This is an optimization exercise on Yosys and OpenROAD, whose aim is a short achievable clock period and few clock cycles, not a production implementation.
Only simulation tests tie the RTL to the original design; equivalence was not proved.
Power is estimated from default activity; no workload was simulated.

**flow/constraint.sdc**
```tcl
create_clock -name core_clock -period 6.0 [get_ports {clk}]
set_input_delay 1.2000 -clock core_clock [delete_from_list [all_inputs] [get_ports {clk}]]
set_output_delay 1.2000 -clock core_clock [all_outputs]
set_load 0.01 [all_outputs]
```
**flow/design.v**
```verilog
`default_nettype none
package isaPkg;
    typedef logic [32-1:0]      word_t;     
    typedef logic [5-1:0] regIdx_t;   
    typedef enum logic [6:0] {
        opLoad  = 7'b0000011,   
        opImm   = 7'b0010011,   
        opStore = 7'b0100011,   
        opReg   = 7'b0110011    
    } opcode_t;
    typedef enum logic [3:0] {
        aluAdd  = 4'b0000,
        aluSll  = 4'b0001,
        aluSlt  = 4'b0010,   
        aluSltu = 4'b0011,   
        aluXor  = 4'b0100,
        aluSrl  = 4'b0101,
        aluOr   = 4'b0110,
        aluAnd  = 4'b0111,
        aluSub  = 4'b1000,
        aluSra  = 4'b1101
    } aluOp_t;
endpackage
`default_nettype wire
`default_nettype none
package pipePkg;
    typedef enum logic [1:0] {
        fwdNone = 2'b00,   
        fwdWb   = 2'b01,   
        fwdMem  = 2'b10    
    } fwdSel_t;
endpackage
`default_nettype wire
`default_nettype none
module executeStage (
    input  logic          clk,
    input  isaPkg::word_t oldA,     
    input  isaPkg::word_t oldOpB,   
    input  logic [6:0]    dUnit,    
    input  logic          dSub,
    input  logic          dSra,
    input  logic          dCmpS,
    output isaPkg::word_t sum,      
    output isaPkg::word_t other     
);
    localparam int U_ADD = 0;
    localparam int U_XOR = 1;
    localparam int U_OR  = 2;
    localparam int U_AND = 3;
    localparam int U_SLL = 4;
    localparam int U_SR  = 5;
    localparam int U_CMP = 6;
    function automatic isaPkg::word_t pick(input logic en, input isaPkg::word_t old);
        pick = {32{en}} & old;
    endfunction
    isaPkg::word_t aA, aB;    
    logic          aSub;
    isaPkg::word_t gA, gB;    
    logic          gXor, gOr, gAnd;
    isaPkg::word_t lA;        
    logic [4:0]    lS;
    isaPkg::word_t rA;        
    logic [4:0]    rS;
    logic          rFill;
    isaPkg::word_t cA, cB;    
    logic          cSigned;
    always_ff @(posedge clk) begin
        aA      <= {32{dUnit[U_ADD]}} & (oldA ^ {32{dSub}});
        aB      <= pick(dUnit[U_ADD], oldOpB);
        aSub    <= dSub;
        gA      <= pick(dUnit[U_XOR] | dUnit[U_OR] | dUnit[U_AND], oldA);
        gB      <= pick(dUnit[U_XOR] | dUnit[U_OR] | dUnit[U_AND], oldOpB);
        gXor    <= dUnit[U_XOR];
        gOr     <= dUnit[U_OR];
        gAnd    <= dUnit[U_AND];
        lA      <= pick(dUnit[U_SLL], oldA);
        lS      <= pick(dUnit[U_SLL], oldOpB);
        rA      <= pick(dUnit[U_SR],  oldA);
        rS      <= pick(dUnit[U_SR],  oldOpB);
        rFill   <= dSra & oldA[31];
        cA      <= pick(dUnit[U_CMP], oldA);
        cB      <= pick(dUnit[U_CMP], oldOpB);
        cSigned <= dCmpS;
    end
    function automatic isaPkg::word_t ksCarries(input isaPkg::word_t a, input isaPkg::word_t b);
        logic [31:0] pp, gg, np, ng;
        pp = a ^ b;
        gg = a & b;
        for (int k = 1; k < 32; k = k * 2) begin
            ng = gg;
            np = pp;
            for (int i = k; i < 32; i++) begin
                ng[i] = gg[i] | (pp[i] & gg[i-k]);
                np[i] = pp[i] & pp[i-k];
            end
            gg = ng;
            pp = np;
        end
        ksCarries = {gg[30:0], 1'b0};
    endfunction
    function automatic logic geu(input isaPkg::word_t a, input isaPkg::word_t b);
        logic [31:0] p, c;
        logic [15:0] p1, c1;
        logic [7:0]  p2, c2;
        logic [3:0]  p3, c3;
        logic [1:0]  p4, c4;
        p = ~(a ^ b);
        c = a;
        for (int i = 0; i < 16; i++) begin p1[i] = p[2*i+1] & p[2*i];    c1[i] = p[2*i+1] ? c[2*i] : c[2*i+1]; end
        for (int i = 0; i < 8; i++)  begin p2[i] = p1[2*i+1] & p1[2*i]; c2[i] = p1[2*i+1] ? c1[2*i] : c1[2*i+1]; end
        for (int i = 0; i < 4; i++)  begin p3[i] = p2[2*i+1] & p2[2*i]; c3[i] = p2[2*i+1] ? c2[2*i] : c2[2*i+1]; end
        for (int i = 0; i < 2; i++)  begin p4[i] = p3[2*i+1] & p3[2*i]; c4[i] = p3[2*i+1] ? c3[2*i] : c3[2*i+1]; end
        geu = p4[1] ? (p4[0] | c4[0]) : c4[1];
    endfunction
    isaPkg::word_t shl, shr, logicOut;
    logic          ltu, cmpRes;
    assign sum    = aA ^ aB ^ {32{aSub}} ^ ksCarries(aA, aB);
    assign shl    = lA << lS;
    assign shr    = isaPkg::word_t'($signed({rFill, rA}) >>> rS);
    assign ltu    = !geu(cA, cB);
    assign cmpRes = cSigned ? (ltu ^ cA[31] ^ cB[31]) : ltu;
    assign logicOut = ({32{gXor}} & (gA ^ gB)) | ({32{gOr}} & (gA | gB)) | ({32{gAnd}} & (gA & gB));
    assign other    = logicOut | shl | shr | {31'd0, cmpRes};
endmodule
`default_nettype wire
`default_nettype none
module cpuCore (
    input  logic          clk,
    input  logic          rst_n,
    output isaPkg::word_t imemAddr,
    input  isaPkg::word_t imemInsn,
    output isaPkg::word_t dmemAddr,
    output isaPkg::word_t dmemWData,
    output logic          dmemWen,
    input  isaPkg::word_t dmemRData
);
    localparam int U_ADD = 0;   
    localparam int U_XOR = 1;
    localparam int U_OR  = 2;
    localparam int U_AND = 3;
    localparam int U_SLL = 4;
    localparam int U_SR  = 5;   
    localparam int U_CMP = 6;   
    localparam int NU    = 7;
    isaPkg::word_t pc, pcNext;   
    logic          stall;        
    assign imemAddr = pc;
    always_ff @(posedge clk or negedge rst_n) begin
        if (!rst_n) begin
            pc     <= '0;
            pcNext <= 4;
        end else if (!stall) begin
            pc     <= pcNext;
            pcNext <= pcNext + 4;
        end
    end
    logic [6:0]      fOpc;
    logic [2:0]      fF3;
    logic            fAlt;
    isaPkg::regIdx_t fRs1, fRs2, fRd;
    logic            fIsImm, fIsReg, fIsAlu, fIsLw, fIsSw;
    logic            fUse1, fUse2, fWr;
    isaPkg::word_t   fImm;
    logic [NU-1:0]   fUnit;
    logic            fSub, fSra, fCmpS;
    assign fOpc   = imemInsn[6:0];
    assign fF3    = imemInsn[14:12];
    assign fAlt   = imemInsn[30];
    assign fRs1   = imemInsn[19:15];
    assign fRs2   = imemInsn[24:20];
    assign fRd    = imemInsn[11:7];
    assign fIsImm = fOpc == isaPkg::opImm;
    assign fIsReg = fOpc == isaPkg::opReg;
    assign fIsAlu = fIsImm || fIsReg;
    assign fIsLw  = fOpc == isaPkg::opLoad  && fF3 == 3'b010;
    assign fIsSw  = fOpc == isaPkg::opStore && fF3 == 3'b010;
    assign fUse1  = (fIsAlu || fIsLw || fIsSw) && fRs1 != '0;
    assign fUse2  = (fIsReg || fIsSw) && fRs2 != '0;
    assign fWr    = (fIsAlu || fIsLw) && fRd != '0;
    assign fImm   = fIsSw ? {{20{imemInsn[31]}}, imemInsn[31:25], imemInsn[11:7]}
                          : {{20{imemInsn[31]}}, imemInsn[31:20]};
    assign fUnit[U_ADD] = (fIsAlu && fF3 == 3'b000) || fIsLw || fIsSw;
    assign fUnit[U_XOR] = fIsAlu && fF3 == 3'b100;
    assign fUnit[U_OR]  = fIsAlu && fF3 == 3'b110;
    assign fUnit[U_AND] = fIsAlu && fF3 == 3'b111;
    assign fUnit[U_SLL] = fIsAlu && fF3 == 3'b001;
    assign fUnit[U_SR]  = fIsAlu && fF3 == 3'b101;
    assign fUnit[U_CMP] = fIsAlu && fF3[2:1] == 2'b01;
    assign fSub  = fIsReg && fF3 == 3'b000 && fAlt;
    assign fSra  = fAlt;          
    assign fCmpS = !fF3[0];       
    isaPkg::regIdx_t rRs1, rRs2, rRd;
    logic            rUse1, rUse2, rWr, rLw, rSw, rBReg;
    isaPkg::word_t   rImm;
    logic [NU-1:0]   rUnit;
    logic            rSub, rSra, rCmpS;
    logic [32-1:0] rSelA, rSelB;   
    always_ff @(posedge clk or negedge rst_n) begin
        if (!rst_n) begin
            rUse1 <= 1'b0;
            rUse2 <= 1'b0;
            rWr   <= 1'b0;
            rLw   <= 1'b0;
            rSw   <= 1'b0;
            rUnit <= '0;
            rSub  <= 1'b0;
        end else if (!stall) begin
            rUse1 <= fUse1;
            rUse2 <= fUse2;
            rWr   <= fWr;
            rLw   <= fIsLw;
            rSw   <= fIsSw;
            rUnit <= fUnit;
            rSub  <= fSub;
        end
    end
    always_ff @(posedge clk) begin
        if (!stall) begin
            rRs1  <= fRs1;
            rRs2  <= fRs2;
            rRd   <= fRd;
            rBReg <= fIsReg;
            rImm  <= fImm;
            rSra  <= fSra;
            rCmpS <= fCmpS;
        end
    end
    always_ff @(posedge clk) begin
        rSelA    <= (32)'(1) << (stall ? rRs1 : fRs1);
        rSelB    <= (32)'(1) << (stall ? rRs2 : fRs2);
        rSelA[0] <= 1'b0;
        rSelB[0] <= 1'b0;
    end
    isaPkg::regIdx_t dRs1, dRs2, dRd;
    logic            dWr, dLw, dSw, dBReg;
    isaPkg::word_t   dImm;
    logic [NU-1:0]   dUnit;
    logic            dSub, dSra, dCmpS;
    logic            dSelEA, dSelMA, dSelEB, dSelMB;   
    isaPkg::regIdx_t eRd;
    logic            eWr, eLw, eSw;
    logic            nSelEA, nSelMA, nSelEB, nSelMB, nStall;
    always_comb begin
        if (stall) begin
            nSelEA = 1'b0;
            nSelEB = 1'b0;
            nSelMA = dSelEA;
            nSelMB = dSelEB;
            nStall = 1'b0;
        end else begin
            nSelEA = rUse1 && dWr && dRd == rRs1;
            nSelEB = rUse2 && dWr && dRd == rRs2;
            nSelMA = rUse1 && eWr && eRd == rRs1;
            nSelMB = rUse2 && eWr && eRd == rRs2;
            nStall = nSelEA || (nSelEB && !rSw);
        end
    end
    always_ff @(posedge clk or negedge rst_n) begin
        if (!rst_n) begin
            dWr    <= 1'b0;
            dLw    <= 1'b0;
            dSw    <= 1'b0;
            dUnit  <= '0;
            dSub   <= 1'b0;
            dSelEA <= 1'b0;
            dSelMA <= 1'b0;
            dSelEB <= 1'b0;
            dSelMB <= 1'b0;
            stall  <= 1'b0;
        end else begin
            dSelEA <= nSelEA;
            dSelMA <= nSelMA;
            dSelEB <= nSelEB;
            dSelMB <= nSelMB;
            stall  <= nStall;
            if (!stall) begin
                dWr   <= rWr;
                dLw   <= rLw;
                dSw   <= rSw;
                dUnit <= rUnit;
                dSub  <= rSub;
            end
        end
    end
    always_ff @(posedge clk) begin
        if (!stall) begin
            dRs1  <= rRs1;
            dRs2  <= rRs2;
            dRd   <= rRd;
            dBReg <= rBReg;
            dImm  <= rImm;
            dSra  <= rSra;
            dCmpS <= rCmpS;
        end
    end
    isaPkg::word_t   regs [1:32-1];
    isaPkg::word_t   readA, readB;
    isaPkg::word_t   rfA, rfB;   
    isaPkg::word_t   memVal;
    isaPkg::regIdx_t mRd;
    logic            mWr, mLw, mWen;
    isaPkg::word_t   mR, mAddr, mS;
    always_ff @(posedge clk or negedge rst_n) begin
        if (!rst_n) begin
            for (int i = 1; i < 32; i++) regs[i] <= '0;
        end else if (mWr) begin
            regs[mRd] <= memVal;
        end
    end
    always_comb begin
        readA = '0;
        readB = '0;
        for (int i = 1; i < 32; i++) begin
            readA = readA | ({32{rSelA[i]}} & regs[i]);
            readB = readB | ({32{rSelB[i]}} & regs[i]);
        end
    end
    always_ff @(posedge clk) begin
        if (stall) begin
            if (mWr && mRd == dRs1) rfA <= memVal;
            if (mWr && mRd == dRs2) rfB <= memVal;
        end else begin
            rfA <= (mWr && mRd == rRs1) ? memVal : readA;
            rfB <= (mWr && mRd == rRs2) ? memVal : readB;
        end
    end
    isaPkg::word_t other;
    isaPkg::word_t oldA, oldB, oldOpB;   
    assign oldA   = dSelMA ? memVal : rfA;
    assign oldB   = dSelMB ? memVal : rfB;
    assign oldOpB = dBReg ? oldB : dImm;
    isaPkg::word_t eS;        
    logic          eTakeM;    
    isaPkg::word_t sum;
    always_ff @(posedge clk or negedge rst_n) begin
        if (!rst_n) begin
            eWr <= 1'b0;
            eLw <= 1'b0;
            eSw <= 1'b0;
        end else begin
            eWr <= dWr && !stall;
            eLw <= dLw && !stall;
            eSw <= dSw && !stall;
        end
    end
    always_ff @(posedge clk) begin
        eRd     <= dRd;
        eS      <= oldB;
        eTakeM  <= dSelEB;
    end
    executeStage executeInst (
        .clk(clk), .oldA(oldA), .oldOpB(oldOpB),
        .dUnit(dUnit), .dSub(dSub), .dSra(dSra), .dCmpS(dCmpS),
        .sum(sum), .other(other)
    );
    always_ff @(posedge clk or negedge rst_n) begin
        if (!rst_n) begin
            mWr  <= 1'b0;
            mLw  <= 1'b0;
            mWen <= 1'b0;
        end else begin
            mWr  <= eWr;
            mLw  <= eLw;
            mWen <= eSw;
        end
    end
    always_ff @(posedge clk) begin
        mRd <= eRd;
        mR    <= other;
        mAddr <= sum;
        mS    <= eTakeM ? memVal : eS;
    end
    assign dmemAddr  = mAddr;
    assign dmemWData = mS;
    assign dmemWen   = mWen;
    assign memVal    = mLw ? dmemRData : (mAddr | mR);   
endmodule
`default_nettype wire
```
**flow/config.mk**
```make
export PLATFORM = sky130hd
export DESIGN_NAME = cpuCore
export DESIGN_NICKNAME = cpuCore
export VERILOG_FILES = /design/flow/design.v
export SDC_FILE = /design/flow/constraint.sdc
export NUM_CORES = 4
export LEC_CHECK = 0
export CAP_MARGIN = 20
export CORE_MARGIN = 2
export CORE_UTILIZATION = 40
export CTS_CLUSTER_DIAMETER = 100
export CTS_CLUSTER_SIZE = 20
export SETUP_SLACK_MARGIN = 3.65
export SLEW_MARGIN = 20
```
**flow/run.sh**
```bash
#!/bin/bash
# synth_recipe.tcl (not shown) runs the flow's synth.tcl, then flattens the netlist and writes it again
# the make line also repeats each setting of config.mk as NAME=value (left out here)
make -C /OpenROAD-flow-scripts/flow DESIGN_CONFIG=/design/flow/config.mk WORK_HOME=/design/flow/orfs CLKGATE_MAP_FILE= SYNTH_SCRIPT=/design/flow/synth_recipe.tcl finish
```
==> qor.csv, run 1 <==
metric,value,unit
Sequential Power Share,57.9,%
Mapped Cells,7384,
PortBufs,160,
P_sw,5619,uW
die height,436.4,um
clock slew at reported path FFs,0.09,ns
dominant cells by area after synthesis,"dfrtp_1 36%, dfxtp_1 13%, o21ai_0 8.2%, nand2_1 5.9%, a221oi_1 5.3%",
"Clk Latency, worst-skew pair",0.80,ns
worst reg2reg path endpoint,rfB[23],
crit path launch,pc[31],
Crit Path Max Fanout,2,
Worst R2R Path Depth,6,
grt ovf,0,
clock share of power,33.4,%
Max Cap Viol,0,
Cell Pwr Density,248.9,nW/um^2
TritonCTS Buffers,95,
Boundary Pins,163,
mapped cell area,74790,um^2
share of the synthesized area in the top cell type,36.34,%
crit-path leading delay family,flip-flops,
kind of critical path,register to primary output,
post-synthesis sequential area ratio,53.80,%
R2R Path Start,rSelB[14],
worst-case clock buffer depth,3,
Peak VDD IR,224.5,uV
switch share,26.60,%
detailed-placement wirelength estimate,190800,um
Leak,0.03568,uW
crit path to,imemAddr[31],
min cycle time layout,2.519,ns
Yosys Warn Count,3,
required time of the critical path,4.80,ns
Synth top cells by count,"1226 x o21ai_0, 1179 x nand2_1, 1086 x dfrtp_1",
CP max stage cell,dfrtp_1,
Via Count,66320,
max-slew violation count,0,
first-pass GRT wire length,471200,um
largest net degree at the start of global routing,165,
final hold violations,0,
Pre-antenna DRT Iters,12,
Die ar.,190400,um^2
routed wire length,340600,um
share of layout cells above drive strength 1,14.24,%
# fillers,17120,
Logic pwr share,8.7,%
Rel. slew slack,20.36,%
worst path bufs/invs,1,
Tcrit/Tclk final,41.98,%
Iter 0 DRT Violations,11930,
Initial Util,40.29,%
Post-synth ARST share,64.63,%
Worst-Margin Slew,1.195,ns
"slowest stage delay, CP",0.42,ns
Setup crit start kind,register,
Pwr Total,21120,uW
chip width,436.4,um
r2r setup slk,3.50,ns
HP Class,input pin to async pin,
hold buffers post-CTS,0,
RSZ-0062 raised after global routing,yes,
setup TNS,0,ns
Rows,158,
htree depth,3,
FMAX,0.3971,GHz
status,timing/DRC/antenna clean,
"EDFF count, synth",112,
most frequently used flop master after synthesis,dfrtp_1,
final setup violating endpoints,0,
overall global routing resource usage,34.38,%
Worst Setup End Kind,primary output,
# clock sinks,1682,
vias in the first global route,62010,
clk root buf,clkbuf_16,
vias per cell,6.711,
mean routed wirelength per cell,34.46,um
initial antenna violation count,20,
Placer Congestion,0.9478,
Int Pwr,15500,uW
DRT antenna net count,0,
Area Overhead vs Synth,13.45,%
"area leader, netlist",dfrtp_1,
crit-path cells,buf_6,
core footprint,185600,um^2
CTS tree,done,
"Avg Cell Area, Syn",10.13,um^2
"FF+latch count, synth",1682,
Post-route DRC,0,
Cell variety after synth,74,
Final Skew,0.05094,ns
WP data arrival,1.32,ns
nets@finish,7488,
Stages on worst setup path,1,
top-count cell post-synth,o21ai_0,
## logic make-up after synthesis
family	count (synthesis)	share of synthesized area (%)
AND/OR/NAND/NOR	1907	11.24
multiplexers	301	5.253
other	1	0.005014
XOR/XNOR	185	2.166
adder cells (fa/ha/maj)	111	1.810
AO/OA/AOI/OAI	2438	21.84
flip-flops	1682	53.80
buffers and inverters	759	3.896
## registers in the layout, indices dropped and copies added, names as in the netlist, 31 cells and up
register	count
executeInst.cB	32
executeInst.cA	32
mR	32
mAddr	32
regs	992
mS	32
executeInst.rA	32
rfA	32
executeInst.gB	32
rSelB	31
executeInst.aA	32
rfB	32
rSelA	31
executeInst.aB	32
executeInst.lA	32
eS	32
executeInst.gA	32
## layout by cell type (no fill, tap or decap), types with 66 or more instances in the layout
cell,instances
a21oi_1,66
a221oi_1,443
a22o_1,450
and2_1,81
buf_4,178
buf_6,123
clkbuf_16,96
dfrtp_1,1078
dfxtp_1,352
dfxtp_2,76
edfxtp_1,112
ha_1,86
inv_1,133
mux2_2,115
mux2i_1,91
nand2_1,1152
nand4_1,141
nor2_1,203
nor2b_1,166
o21ai_0,1171
xnor2_1,127
## through the flow
| stage | cells | area, um^2 | worst slack (ns) | hold slack [ns] | util (%) |
|---|---|---|---|---|---|
| 6_report | 9882 | 84850 | 3.482 | 0.2427 | 45.71 |
| 3_5_place_dp | 9545 | 78820 | 2.235 | 0.3434 | 42.46 |
| 3_3_place_gp | 9543 | 78770 | 2.323 | 0.3352 | 42.44 |
| 4_1_cts | 9816 | 83640 | 3.409 | 0.2285 | 45.06 |
| 2_1_floorplan | 7385 | 74830 | 3.235 | 0.3233 | - |
| 5_1_grt | 9864 | 84800 | 3.439 | 0.2554 | 45.68 |
## what timing repair did
action                     in CTS  in global routing
setup endpoints to repair    1432                800
gates resized for setup       792                209
buffers inserted              104                 41
pin swaps                      28                 26
cloned                         15                  4
## power groups by stage
stage / sequential, uW / clock, uW / combinational (uW)
floorplan: 12300 / 0 / 804
global placement: 12400 / 0 / 1660
detailed placement: 12400 / 0 / 1670
CTS: 12200 / 7060 / 1720
global route: 12200 / 7470 / 1940
finish: 12200 / 7050 / 1850
## how the worst min path moves through the flow
stage          cells past startpoint  slack (ns)                  end
2_1_floorplan                      0        0.32  executeInst.cSigned
3_3_place_gp                       0        0.34                 mWen
3_5_place_dp                       0        0.34                 mWen
4_1_cts                            1        0.23         regs[14][18]
5_1_grt                            1        0.26         regs[14][18]
6_report                           1        0.24         regs[14][18]
## metal layers
layer  vias up  routed length, um  GRT usage, %
met5         -                535         1.386
li1      26680                  -             -
met2      5589             144100         50.59
met1     32070             118200         41.36
met3      1955              45770         12.49
met4        23              31890         24.79
## final cells by class
cell class	count	area (um^2)	area share, %
sequential	1682	40550	47.79
multi-input combinational	4958	33330	39.28
timing repair buffer	453	4572	5.388
tap	2480	3103	3.657
clock buffer	142	2585	3.047
inverter	134	506.7	0.5972
clock inverter	10	133.9	0.1578
antenna	21	52.55	0.06194
timing repair inverter	2	12.51	0.01475
Testbench counts, summed over its fixed seeds: cycles 42,304.
==> run 2, diff against run 1 <==
--- a/flow/design.v
+++ b/flow/design.v
@@ -37,4 +37,9 @@
     input  isaPkg::word_t oldA,     
     input  isaPkg::word_t oldOpB,   
+    input  logic          takeA,    
+    input  logic          takeB,    
+    input  logic          eLoad,    
+    input  isaPkg::word_t mAlu,     
+    input  isaPkg::word_t mLoad,    
     input  logic [6:0]    dUnit,    
     input  logic          dSub,
@@ -65,4 +70,5 @@
     isaPkg::word_t cA, cB;    
     logic          cSigned;
+    logic          gByAluA, gByAluB, gByLdA, gByLdB;
     always_ff @(posedge clk) begin
         aA      <= {32{dUnit[U_ADD]}} & (oldA ^ {32{dSub}});
@@ -82,5 +88,12 @@
         cB      <= pick(dUnit[U_CMP], oldOpB);
         cSigned <= dCmpS;
-    end
+        gByAluA <= (dUnit[U_XOR] | dUnit[U_OR] | dUnit[U_AND]) & takeA & !eLoad;
+        gByAluB <= (dUnit[U_XOR] | dUnit[U_OR] | dUnit[U_AND]) & takeB & !eLoad;
+        gByLdA  <= (dUnit[U_XOR] | dUnit[U_OR] | dUnit[U_AND]) & takeA & eLoad;
+        gByLdB  <= (dUnit[U_XOR] | dUnit[U_OR] | dUnit[U_AND]) & takeB & eLoad;
+    end
+    isaPkg::word_t gAe, gBe;
+    assign gAe = ({32{gByAluA}} & mAlu) | ({32{gByLdA}} & mLoad) | ({32{!(gByAluA | gByLdA)}} & gA);
+    assign gBe = ({32{gByAluB}} & mAlu) | ({32{gByLdB}} & mLoad) | ({32{!(gByAluB | gByLdB)}} & gB);
     function automatic isaPkg::word_t ksCarries(input isaPkg::word_t a, input isaPkg::word_t b);
         logic [31:0] pp, gg, np, ng;
@@ -120,5 +133,5 @@
     assign ltu    = !geu(cA, cB);
     assign cmpRes = cSigned ? (ltu ^ cA[31] ^ cB[31]) : ltu;
-    assign logicOut = ({32{gXor}} & (gA ^ gB)) | ({32{gOr}} & (gA | gB)) | ({32{gAnd}} & (gA & gB));
+    assign logicOut = ({32{gXor}} & (gAe ^ gBe)) | ({32{gOr}} & (gAe | gBe)) | ({32{gAnd}} & (gAe & gBe));
     assign other    = logicOut | shl | shr | {31'd0, cmpRes};
 endmodule
@@ -253,5 +266,6 @@
             nSelMA = rUse1 && eWr && eRd == rRs1;
             nSelMB = rUse2 && eWr && eRd == rRs2;
-            nStall = nSelEA || (nSelEB && !rSw);
+            nStall = (nSelEA || (nSelEB && !rSw))
+                   && !(rUnit[U_XOR] || rUnit[U_OR] || rUnit[U_AND]);
         end
     end
@@ -351,4 +365,5 @@
     executeStage executeInst (
         .clk(clk), .oldA(oldA), .oldOpB(oldOpB),
+        .takeA(dSelEA), .takeB(dSelEB & dBReg), .eLoad(eLw), .mAlu(mAddr | mR), .mLoad(dmemRData), 
         .dUnit(dUnit), .dSub(dSub), .dSra(dSra), .dCmpS(dCmpS),
         .sum(sum), .other(other)
--- a/flow/config.mk
+++ b/flow/config.mk
@@ -8,5 +8,5 @@
 export CAP_MARGIN = 20
 export CORE_MARGIN = 2
-export CORE_UTILIZATION = 40
+export CORE_UTILIZATION = 50
 export CTS_CLUSTER_DIAMETER = 100
 export CTS_CLUSTER_SIZE = 20
==> qor.csv, run 2 <==
metric,value,unit,change
Synth top cells by count,"1177 x o21ai_0, 1135 x nand2_1, 1086 x dfrtp_1",,"was 1226 x o21ai_0, 1179 x nand2_1, 1086 x dfrtp_1"
WP data arrival,3.01,ns,was 1.32 ns
final setup violating endpoints,0,,unchanged
largest net degree at the start of global routing,157,,was 165
Rel. slew slack,19.24,%,was 20.36%
first-pass GRT wire length,491800,um,was 471200 um
grt ovf,0,,unchanged
Initial Util,50.20,%,was 40.29%
# clock sinks,1686,,was 1682
required time of the critical path,6.48,ns,was 4.80 ns
"EDFF count, synth",112,,unchanged
chip width,393.8,um,was 436.4 um
Final Skew,0.03754,ns,was 0.05094 ns
Cell Pwr Density,242.3,nW/um^2,was 248.9 nW/um^2
setup TNS,0,ns,unchanged
Tcrit/Tclk final,42.26,%,was 41.98%
"FF+latch count, synth",1686,,was 1682
Biggest register,regs,,unchanged
max FFs per register,992,,unchanged
worst-case clock buffer depth,3,,unchanged
min cycle time layout,2.536,ns,was 2.519 ns
detailed-placement wirelength estimate,194600,um,was 190800 um
mapped cell area,75980,um^2,was 74790 um^2
FMAX,0.3944,GHz,was 0.3971 GHz
Die ar.,155100,um^2,was 190400 um^2
vias in the first global route,63960,,was 62010
Pre-antenna DRT Iters,14,,was 12
Iter 0 DRT Violations,13470,,was 11930
Via Count,69120,,was 66320
share of layout cells above drive strength 1,15.42,%,was 14.24%
Area Overhead vs Synth,14.75,%,was 13.45%
htree depth,3,,unchanged
"Core Util, Final",57.60,%,was 45.71%
clock slew at reported path FFs,0.09,ns,about the same
max-slew violation count,0,,unchanged
dominant cells by area after synthesis,"dfrtp_1 36%, dfxtp_1 13%, o21ai_0 7.8%, nand2_1 5.6%, a221oi_1 5.2%",,"was dfrtp_1 36%, dfxtp_1 13%, o21ai_0 8.2%, nand2_1 5.9%, a221oi_1 5.3%"
Rows,143,,was 158
Mapped Cells,7486,,was 7384
Cell variety after synth,72,,was 74
PortBufs,160,,unchanged
crit-path cells,buf_12 > a22o_1 > a221oi_1 > nand4_1 > o21ai_2 > o21ai_0,,was buf_6
clk root buf,clkbuf_16,,unchanged
"Clk Latency, worst-skew pair",0.77,ns,was 0.80 ns
vias per cell,7.221,,was 6.711
crit-path leading delay family,compound AO/OA/AOI/OAI gates,,was flip-flops
share of the synthesized area in the top cell type,35.77,%,was 36.34%
CTS tree,done,,unchanged
Peak VDD IR,261.4,uV,was 224.5 uV
"area leader, netlist",dfrtp_1,,unchanged
"slowest stage delay, CP",0.47,ns,was 0.42 ns
top-count cell post-synth,o21ai_0,,unchanged
most frequently used flop master after synthesis,dfrtp_1,,unchanged
Crit Path Max Fanout,26,,was 2
worst path bufs/invs,1,,unchanged
Boundary Pins,163,,unchanged
kind of critical path,register to register,,was register to primary output
"Avg Cell Area, Syn",10.15,um^2,was 10.13 um^2
overall global routing resource usage,44.42,%,was 34.38%
Leak,0.03712,uW,was 0.03568 uW
"commonest non-fill, non-tap cells in the layout","1111 x nand2_1, 1096 x o21ai_0, 1078 x dfrtp_1",,"was 1171 x o21ai_0, 1152 x nand2_1, 1078 x dfrtp_1"
Post-route DRC,0,,unchanged
Yosys Warn Count,3,,unchanged
Placer Congestion,1.007,,was 0.9478
TritonCTS Buffers,94,,was 95
post-synthesis sequential area ratio,53.06,%,was 53.80%
Setup crit start kind,register,,unchanged
routed wire length,358200,um,was 340600 um
Post-synth ARST share,64.47,%,was 64.63%
"most common cell after layout, fill and taps aside",nand2_1,,was o21ai_0
core footprint,151400,um^2,was 185600 um^2
RSZ-0062 raised after global routing,yes,,unchanged
Worst Setup End Kind,register,,was primary output
status,timing/DRC/antenna clean,,unchanged
final hold violations,0,,unchanged
nets@finish,7645,,was 7488
CP max stage cell,dfxtp_2,,was dfrtp_1
mean routed wirelength per cell,37.42,um,was 34.46 um
DRT antenna net count,0,,unchanged
initial antenna violation count,29,,was 20
Max Cap Viol,0,,unchanged
HP Class,register to register,,was input pin to async pin
hold buffers post-CTS,0,,unchanged
Worst-Margin Slew,1.211,ns,was 1.195 ns
die height,393.8,um,was 436.4 um
-- run 2: cell types whose count changed in the layout (fill, tap and decap cells not counted), sizes merged, moves of 20 or more --
cell | previous run | this run
nor2 | 213 | 175
o21ai | 1239 | 1181
o31ai | 5 | 39
a221o | 1 | 66
nand2 | 1182 | 1140
and2 | 81 | 107
buf | 386 | 459
nor2b | 171 | 151
o21a | 39 | 66
inv | 138 | 169
o31a | 1 | 35
-- run 2: final timing paths --
check	start	end	slack (ns)	cells past startpoint
worst max-delay path	rSelB[6]	rfB[23]	3.46	6
worst min-delay path	eSw	mWen	0.36	0
worst max register to register	rSelB[6]	rfB[23]	3.46	6
worst min register to register	eSw	mWen	0.36	0
max in group asynchronous	rst_n	pcNext[31]	3.99	2
min in group asynchronous	rst_n	regs[8][24]	0.46	1
-- run 2: timing repair --
| action | in CTS | in global routing |
|---|---|---|
| setup buffers | 121 | 57 |
| setup endpoints to repair | 1599 | 839 |
| gates cloned | 17 | 7 |
| hold endpoints to repair | 0 | 0 |
| gates resized for setup | 881 | 270 |
| pin swaps | 52 | 57 |
-- run 2: cells by family after synthesis --
kind of cell / after synthesis / share of synthesized area, %
AO/OA/AOI/OAI: 2556 / 23.26
AND/OR/NAND/NOR: 1848 / 10.87
flip-flops: 1686 / 53.06
buffers and inverters: 812 / 4.091
multiplexers: 295 / 4.893
XOR/XNOR: 183 / 2.110
adder cells (fa/ha/maj): 105 / 1.708
other: 1 / 0.004936
-- run 2: layer usage --
metal	part of all wire (%)	global-route usage, %	up-vias
met5	0.18	0.9852	-
met4	8.6	27.24	49
met3	16	21.07	1910
met2	38	59.12	6334
met1	36	57.81	33410
li1	-	-	27420
-- run 2: report_power, final --
group          internal, uW  switching, uW
clock network          2920           4010
logic                   703           1280
registers             11800            390
total                 15500           5680
-- run 2: metrics by stage --
stage          worst slack [ns]  instance area, um^2  std cells  hold slack, ns  total power, uW
3_3_place_gp              2.354                79990       9208          0.3355            14140
2_1_floorplan             3.235                76010       7487          0.3233            13110
5_1_grt                   3.440                87150       9559          0.3702            21630
4_1_cts                   3.432                85260       9489          0.3607            20910
6_report                  3.464                87190       9573          0.3624            21130
3_5_place_dp              2.218                80040       9210          0.3485            14160
-- run 2: final cells by class --
cell class	count	area (um^2)
multi-input combinational	5006	35000
inverter	165	628.1
clock inverter	9	112.6
tap	2030	2540
clock buffer	132	2495
fill	12920	64180
timing repair inverter	1	5.005
antenna	15	37.54
timing repair buffer	529	5684
sequential	1686	40690
-- run 2: worst register-to-register path, delay by kind of cell, from the launching register on --
| family | cells | cell delay (ns) |
|---|---|---|
| and+or+nand+nor | 1 | 0.36 |
| AOI/OAI and AO/OA | 4 | 1.15 |
| DFF | 1 | 0.47 |
| buffers and inverters | 1 | 0.26 |
Testbench counts of run 2, summed over its fixed seeds: cycles 41,601.
==> run 3, diff against run 2 <==
--- a/flow/design.v
+++ b/flow/design.v
@@ -159,5 +159,5 @@
     logic          stall;        
     assign imemAddr = pc;
-    always_ff @(posedge clk or negedge rst_n) begin
+    always_ff @(posedge clk) begin
         if (!rst_n) begin
             pc     <= '0;
==> qor.csv, run 3 <==
metric,value,unit,change
"Clk Latency, worst-skew pair",0.79,ns,was 0.77 ns
Max Used Layer,met5,,unchanged
detailed-placement wirelength estimate,200200,um,was 194600 um
HP Class,register to register,,unchanged
DR WL met3,59370,um,was 58420 um
Area Overhead vs Synth,15.64,%,was 14.75%
Initial Util,50.25,%,was 50.20%
R2R Path Start,rSelB[4],,was rSelB[6]
CP max stage cell,dfrtp_1,,was dfxtp_2
grt ovf,0,,unchanged
Biggest register,regs,,unchanged
die height,394.3,um,was 393.8 um
Setup crit start kind,register,,unchanged
# clock sinks,1686,,unchanged
most frequently used flop master after synthesis,dfrtp_1,,unchanged
worst reg2reg path endpoint,rfB[29],,was rfB[23]
post-synthesis sequential area ratio,52.54,%,was 53.06%
final setup violating endpoints,0,,unchanged
Boundary Pins,163,,unchanged
worst-case clock buffer depth,3,,unchanged
max FFs per register,992,,unchanged
crit path to,dmemWen,,was rfB[23]
Post-synth ARST share,60.91,%,was 64.47%
largest net degree at the start of global routing,153,,was 157
Worst R2R Path Depth,6,,unchanged
first-pass GRT wire length,503600,um,was 491800 um
Yosys Warn Count,3,,unchanged
crit-path cells,buf_2,,was buf_12 > a22o_1 > a221oi_1 > nand4_1 > o21ai_2 > o21ai_0
share of layout cells above drive strength 1,15.52,%,was 15.42%
PortBufs,160,,unchanged
Post-route DRC,0,,unchanged
Placer Congestion,0.9712,,was 1.007
initial antenna violation count,31,,was 29
top-count cell post-synth,o21ai_0,,unchanged
Max Cap Viol,0,,unchanged
Mapped Cells,7607,,was 7486
Die ar.,155500,um^2,was 155100 um^2
clock slew at reported path FFs,0.08,ns,was 0.09 ns
nets@finish,7774,,was 7645
Pre-antenna DRT Iters,11,,was 14
WL met2,143000,um,was 137700 um
vias per cell,7.235,,was 7.221
Tcrit/Tclk final,41.50,%,was 42.26%
Synth top cells by count,"1206 x o21ai_0, 1196 x nand2_1, 1027 x dfrtp_1",,"was 1177 x o21ai_0, 1135 x nand2_1, 1086 x dfrtp_1"
"EDFF count, synth",112,,unchanged
Leak,0.03664,uW,was 0.03712 uW
routed wire length,367600,um,was 358200 um
setup TNS,0,ns,unchanged
min cycle time layout,2.490,ns,was 2.536 ns
"area leader, netlist",dfrtp_1,,unchanged
Cell variety after synth,81,,was 72
WP data arrival,1.29,ns,was 3.01 ns
chip width,394.3,um,was 393.8 um
RSZ-0062 raised after global routing,yes,,unchanged
core footprint,151500,um^2,was 151400 um^2
Worst Setup End Kind,primary output,,was register
Via Count,70370,,was 69120
FMAX,0.4016,GHz,was 0.3944 GHz
DRT antenna net count,0,,unchanged
"Core Util, Final",58.11,%,was 57.60%
final hold violations,0,,unchanged
worst path bufs/invs,1,,unchanged
"FF+latch count, synth",1686,,unchanged
dominant cells by area after synthesis,"dfrtp_1 34%, dfxtp_1 14%, o21ai_0 7.9%, nand2_1 5.9%, a221oi_1 5.2%",,"was dfrtp_1 36%, dfxtp_1 13%, o21ai_0 7.8%, nand2_1 5.6%, a221oi_1 5.2%"
Iter 0 DRT Violations,13000,,was 13470
CTS tree,done,,unchanged
Stages on worst setup path,1,,was 6
vias in the first global route,65610,,was 63960
r2r setup slk,3.51,ns,was 3.46 ns
"Avg Cell Area, Syn",10.01,um^2,was 10.15 um^2
share of the synthesized area in the top cell type,33.74,%,was 35.77%
"commonest non-fill, non-tap cells in the layout","1169 x nand2_1, 1136 x o21ai_0, 1019 x dfrtp_1",,"was 1111 x nand2_1, 1096 x o21ai_0, 1078 x dfrtp_1"
Peak VDD IR,226.3,uV,was 261.4 uV
"slowest stage delay, CP",0.38,ns,was 0.47 ns
Cell Pwr Density,238.8,nW/um^2,was 242.3 nW/um^2
mapped cell area,76160,um^2,was 75980 um^2
TritonCTS Buffers,95,,was 94
kind of critical path,register to primary output,,was register to register
met1 wire length,134500,um,was 130500 um
Crit Path Max Fanout,1,,was 26
Worst-Margin Slew,1.252,ns,was 1.211 ns
mean routed wirelength per cell,37.79,um,was 37.42 um
max-slew violation count,0,,unchanged
clk root buf,clkbuf_16,,unchanged
crit-path leading delay family,flip-flops,,was compound AO/OA/AOI/OAI gates
Final Skew,0.03581,ns,was 0.03754 ns
crit path launch,mWen,,was rSelB[6]
htree depth,3,,unchanged
overall global routing resource usage,45.49,%,was 44.42%
Rel. slew slack,16.54,%,was 19.24%
"most common cell after layout, fill and taps aside",nand2_1,,unchanged
Rows,143,,unchanged
status,timing/DRC/antenna clean,,unchanged
required time of the critical path,4.80,ns,was 6.48 ns
## run 3: cell count changes in the layout (fill, tap and decap cells not counted), sizes merged, moves of 31 or more
cell / delta
nand2: +62
dfxtp: +60
inv: -40
mux2i: +34
mux2: -31
dfrtp: -59
o21ai: +33
## run 3: layout make-up
type	count	area (um^2)
inverter	129	496.7
sequential	1686	40440
antenna	37	92.59
timing repair buffer	539	5962
tap	2030	2540
clock inverter	10	127.6
multi-input combinational	5161	35870
clock buffer	134	2545
fill	13030	63480
## run 3: through the flow
| stage | hold WS, ns | total power, uW | cell area, um^2 | cells | setup slack (ns) |
|---|---|---|---|---|---|
| final | 0.3625 | 21030 | 88070 | 9726 | 3.510 |
| after global routing | 0.3723 | 21530 | 87990 | 9694 | 3.466 |
| after CTS | 0.3688 | 20850 | 85920 | 9608 | 3.435 |
| after detailed placement | 0.3278 | 14000 | 80210 | 9335 | 2.173 |
| after global placement | 0.3399 | 13980 | 80130 | 9330 | 2.271 |
| after floorplan | 0.3233 | 13010 | 76190 | 7608 | 3.235 |
## run 3: worst min-delay path by stage
stage,to,cells after the start,start,slack (ns)
global route,executeInst.cSigned,0,dCmpS,0.37
detailed placement,executeInst.cSigned,0,dCmpS,0.33
CTS,executeInst.cSigned,0,dCmpS,0.37
global placement,executeInst.cSigned,0,dCmpS,0.34
finish,executeInst.cSigned,0,dCmpS,0.36
floorplan,executeInst.cSigned,0,dCmpS,0.32
## run 3: kinds of logic after synthesis
group           after synthesis  synth area share [%]
flops                      1686                 52.54
fa+ha+maj                   106                 1.715
mux                         291                 4.702
xor+xnor                    187                 2.151
compound gates             2577                 23.16
other cells                   1              0.004924
buf+inv                     781                 4.009
simple gates               1978                 11.72
## run 3: power breakdown
part	switching (uW)	leakage (uW)	internal (uW)
Sequential	356	0.0152	11800
Combinational	1220	0.0202	666
Clock	4030	0.00128	2980
## run 3: routing by layer
layer	vias up	GRT usage [%]
met5	-	1.078
met1	34070	59.34
met4	32	27.33
li1	27820	-
met2	6422	61.13
met3	2035	20.88
## run 3: what timing repair did
item | CTS | global route
pin swaps | 58 | 80
gates cloned | 22 | 11
setup endpoints to repair | 1516 | 803
setup buffers | 107 | 66
gates resized for setup | 969 | 283
hold buffers | 0 | 0
Testbench counts of run 3, summed over its fixed seeds: cycles 41,601.
==> run 4, diff against run 3 <==
--- a/flow/design.v
+++ b/flow/design.v
@@ -330,4 +330,14 @@
         end
     end
+    logic wtA, wtB;
+    always_ff @(posedge clk or negedge rst_n) begin
+        if (!rst_n) begin
+            wtA <= 1'b0;
+            wtB <= 1'b0;
+        end else begin
+            wtA <= eWr && eRd == (stall ? rRs1 : fRs1);
+            wtB <= eWr && eRd == (stall ? rRs2 : fRs2);
+        end
+    end
     always_ff @(posedge clk) begin
         if (stall) begin
@@ -335,6 +345,6 @@
             if (mWr && mRd == dRs2) rfB <= memVal;
         end else begin
-            rfA <= (mWr && mRd == rRs1) ? memVal : readA;
-            rfB <= (mWr && mRd == rRs2) ? memVal : readB;
+            rfA <= wtA ? memVal : readA;
+            rfB <= wtB ? memVal : readB;
         end
     end
==> qor.csv, run 4 <==
metric,value,unit,change
Crit Path Max Fanout,19,,was 1
main combinational cell family by area after synthesis,compound AO/OA/AOI/OAI gates,,unchanged
"Clk Latency, worst-skew pair",0.79,ns,about the same
Post-synth ARST share,60.96,%,was 60.91%
Final Skew,0.04304,ns,was 0.03581 ns
mean routed wirelength per cell,36.40,um,was 37.79 um
worst reg2reg path endpoint,rfA[25],,was rfB[29]
crit-path cells,buf_6 > a22o_1 > a221oi_1 > nand4_1 > nor3_2 > a21oi_1,,was buf_2
max-slew violation count,0,,unchanged
"area leader, netlist",dfrtp_1,,unchanged
PortBufs,160,,unchanged
final setup violating endpoints,0,,unchanged
Placer Congestion,0.9850,,was 0.9712
worst-case clock buffer depth,3,,unchanged
Area Overhead vs Synth,14.46,%,was 15.64%
worst path bufs/invs,1,,unchanged
share of layout cells above drive strength 1,14.59,%,was 15.52%
hold buffers post-CTS,0,,unchanged
Setup crit start kind,register,,unchanged
max FFs per register,992,,unchanged
Mapped Cells,7757,,was 7607
Synth Area in Compound Gates,22.63,%,was 23.16%
Max Used Layer,met5,,unchanged
Final WS setup,3.509,ns,was 3.510 ns
"slowest stage delay, CP",0.58,ns,was 0.38 ns
Rel. slew slack,17.14,%,was 16.54%
overall global routing resource usage,44.38,%,was 45.49%
vias per cell,7.071,,was 7.235
R2R Path Start,rSelA[20],,was rSelB[4]
HP Class,register to register,,unchanged
"FF+latch count, synth",1688,,was 1686
detailed-placement wirelength estimate,202600,um,was 200200 um
mapped cell area,76200,um^2,was 76160 um^2
mux cell area share after synthesis,4.359,%,was 4.702%
vias in the first global route,64760,,was 65610
WP data arrival,2.98,ns,was 1.29 ns
Boundary Pins,163,,unchanged
CP max stage cell,dfxtp_2,,was dfrtp_1
Via Count,69310,,was 70370
core footprint,151700,um^2,was 151500 um^2
fin area,87220,um^2,was 88070 um^2
# clock sinks,1688,,was 1686
placed cell area,80200,um^2,was 80210 um^2
WL met2,139700,um,was 143000 um
Pre-antenna DRT Iters,12,,was 11
chip width,394.4,um,was 394.3 um
Biggest register,regs,,unchanged
clk root buf,clkbuf_16,,unchanged
crit-path leading delay family,flip-flops,,unchanged
Pwr Total,21030,uW,about the same
hold path cells,0,,unchanged
Cell variety after synth,83,,was 81
routed wire length,356700,um,was 367600 um
RSZ-0062 raised after global routing,yes,,unchanged
# fillers,13270,,was 13030
Stages on worst setup path,6,,was 1
Worst-Margin Slew,1.243,ns,was 1.252 ns
Yosys Warn Count,3,,unchanged
Synth Area in Adders,1.685,%,was 1.715%
Peak VDD IR,234.0,uV,was 226.3 uV
FMAX,0.4015,GHz,was 0.4016 GHz
Tcrit/Tclk final,41.51,%,was 41.50%
setup TNS,0,ns,unchanged
htree depth,3,,unchanged
TritonCTS Buffers,94,,was 95
xor-xnor portion of the synthesized cell area,2.033,%,was 2.151%
initial antenna violation count,19,,was 31
min cycle time layout,2.491,ns,was 2.490 ns
clock slew at reported path FFs,0.08,ns,about the same
Cell Pwr Density,241.1,nW/um^2,was 238.8 nW/um^2
CTS tree,done,,unchanged
Worst R2R Path Depth,6,,unchanged
Simple-Gate Fraction of Synth Area,12.72,%,was 11.72%
crit path launch,rSelA[20],,was mWen
"Avg Cell Area, Syn",9.824,um^2,was 10.01 um^2
post-synthesis sequential area ratio,52.58,%,was 52.54%
dominant cells by area after synthesis,"dfrtp_1 34%, dfxtp_1 14%, o21ai_0 7.1%, nand2_1 5.8%, a22oi_1 4.5%",,"was dfrtp_1 34%, dfxtp_1 14%, o21ai_0 7.9%, nand2_1 5.9%, a221oi_1 5.2%"
Iter 0 DRT Violations,12350,,was 13000
met1 wire length,133800,um,was 134500 um
top-count cell post-synth,nand2_1,,was o21ai_0
"EDFF count, synth",112,,unchanged
DR WL met3,55160,um,was 59370 um
"commonest non-fill, non-tap cells in the layout","1157 x nand2_1, 1060 x o21ai_0, 1022 x dfrtp_1",,"was 1169 x nand2_1, 1136 x o21ai_0, 1019 x dfrtp_1"
grt ovf,0,,unchanged
nets@finish,7871,,was 7774
Die ar.,155500,um^2,about the same
Post-route DRC,0,,unchanged
status,timing/DRC/antenna clean,,unchanged
required time of the critical path,6.49,ns,was 4.80 ns
kind of critical path,register to register,,was register to primary output
Worst Setup End Kind,register,,was primary output
DRT antenna net count,0,,unchanged
most frequently used flop master after synthesis,dfrtp_1,,unchanged
largest net degree at the start of global routing,159,,was 153
Leak,0.03639,uW,was 0.03664 uW
Rows,143,,unchanged
r2r setup slk,3.51,ns,about the same
"most common cell after layout, fill and taps aside",nand2_1,,unchanged
final hold violations,0,,unchanged
crit path to,rfA[25],,was dmemWen
"Core Util, Final",57.49,%,was 58.11%
share of the synthesized area in the top cell type,33.79,%,was 33.74%
Synth top cells by count,"1183 x nand2_1, 1083 x o21ai_0, 1029 x dfrtp_1",,"was 1206 x o21ai_0, 1196 x nand2_1, 1027 x dfrtp_1"
Max Cap Viol,0,,unchanged
die height,394.4,um,was 394.3 um
Initial Util,50.22,%,was 50.25%
first-pass GRT wire length,493500,um,was 503600 um
"worst slack, placed",2.310,ns,was 2.173 ns
run 4: repair_timing:
item                       4_1_cts  5_1_grt
pin swaps                       54       76
gates cloned                    13        4
setup buffers                   87       68
resized for setup              929      251
setup endpoints to repair     1545      695
run 4: kinds of logic (layout without fill, tap and decap cells):
kind of cell,count (synthesis),count (layout)
compound gates,2606,2610
xor+xnor,176,176
fa+ha+maj,104,104
buf+inv,795,781
flops,1688,1688
mux,282,282
other cells,1,19
simple gates,2105,2111
run 4: worst register-to-register path, delay by kind of cell, from the launching register on:
| kind | cells | cell delay, ns |
|---|---|---|
| buffers and inverters | 1 | 0.49 |
| DFF | 1 | 0.58 |
| AOI/OAI and AO/OA | 3 | 0.59 |
| and+or+nand+nor | 2 | 0.55 |
run 4: area by class of cell:
type / count / area, um^2 / share of cell area (%)
flip-flops and latches: 1688 / 40500 / 46.43
multi-input cells: 5285 / 35580 / 40.79
repair buffers: 499 / 5354 / 6.138
well taps: 2030 / 2540 / 2.912
clock buffers: 132 / 2505 / 2.872
inverters: 140 / 544.3 / 0.6240
clock inverters: 9 / 152.6 / 0.1750
diodes: 17 / 42.54 / 0.04877
repair inverters: 1 / 7.507 / 0.008607
run 4: how the worst min path moves through the flow:
stage	start	to	slack [ns]
after global routing	dCmpS	executeInst.cSigned	0.35
after floorplan	dCmpS	executeInst.cSigned	0.32
final	dCmpS	executeInst.cSigned	0.35
after detailed placement	dCmpS	executeInst.cSigned	0.33
after CTS	dCmpS	executeInst.cSigned	0.35
after global placement	dCmpS	executeInst.cSigned	0.33
run 4: layer usage:
layer	vias up	track usage, %
li1	28010	-
met1	33660	59.32
met2	5921	59.88
met3	1686	18.50
met4	30	25.65
met5	-	1.047
run 4: stage by stage:
stage,hold WS [ns],std cells
floorplan,0.3233,7758
global placement,0.3310,9470
detailed placement,0.3278,9471
CTS,0.3478,9712
global route,0.3515,9789
finish,0.3468,9801
run 4: report_power, final:
| group | internal, uW | total, uW | switching [uW] |
|---|---|---|---|
| clock | 2950 | 6980 | 4040 |
| combinational | 654 | 1870 | 1220 |
| sequential | 11800 | 12200 | 376 |
| total | 15400 | 21000 | 5630 |
Testbench counts of run 4, summed over its fixed seeds: cycles 41,601.

==> re-timing with driven ports <==
In the flow no input, the clock included, has a driving cell. The finished layouts below were timed again as built, in two steps.
Step 1, drivers: a clkbuf_16 drives clk and a buf_2 each remaining input, both assumed.
Step 2, shift: input delay + t, output delay - t, t = (earliest + latest rising clock arrival at the registers) / 2. This alone moves slack from input paths to output paths.
Slacks: ideal / step 1 / step 2; pairs: ideal / step 1.
| run | shift t [ns] | setup WS [ns] | hold WS [ns] | clock arrival spread, ns |
|---|---|---|---|---|
| run 1 | 0.879 | 3.482 / 3.376 / 2.857 | 0.243 / 0.203 / 0.359 | 0.059 / 0.059 |
| run 2 | 0.845 | 3.464 / 3.394 / 2.817 | 0.362 / 0.362 / 0.362 | 0.039 / 0.038 |
| run 3 | 0.859 | 3.510 / 3.418 / 2.773 | 0.363 / 0.363 / 0.363 | 0.044 / 0.044 |
| run 4 | 0.859 | 3.509 / 3.435 / 2.861 | 0.347 / 0.347 / 0.347 | 0.046 / 0.046 |
After both steps every run listed still meets setup and hold. For run 3, which loses most, drivers alone change the setup slack by -0.092 ns; drivers and shift together by -0.737 ns.
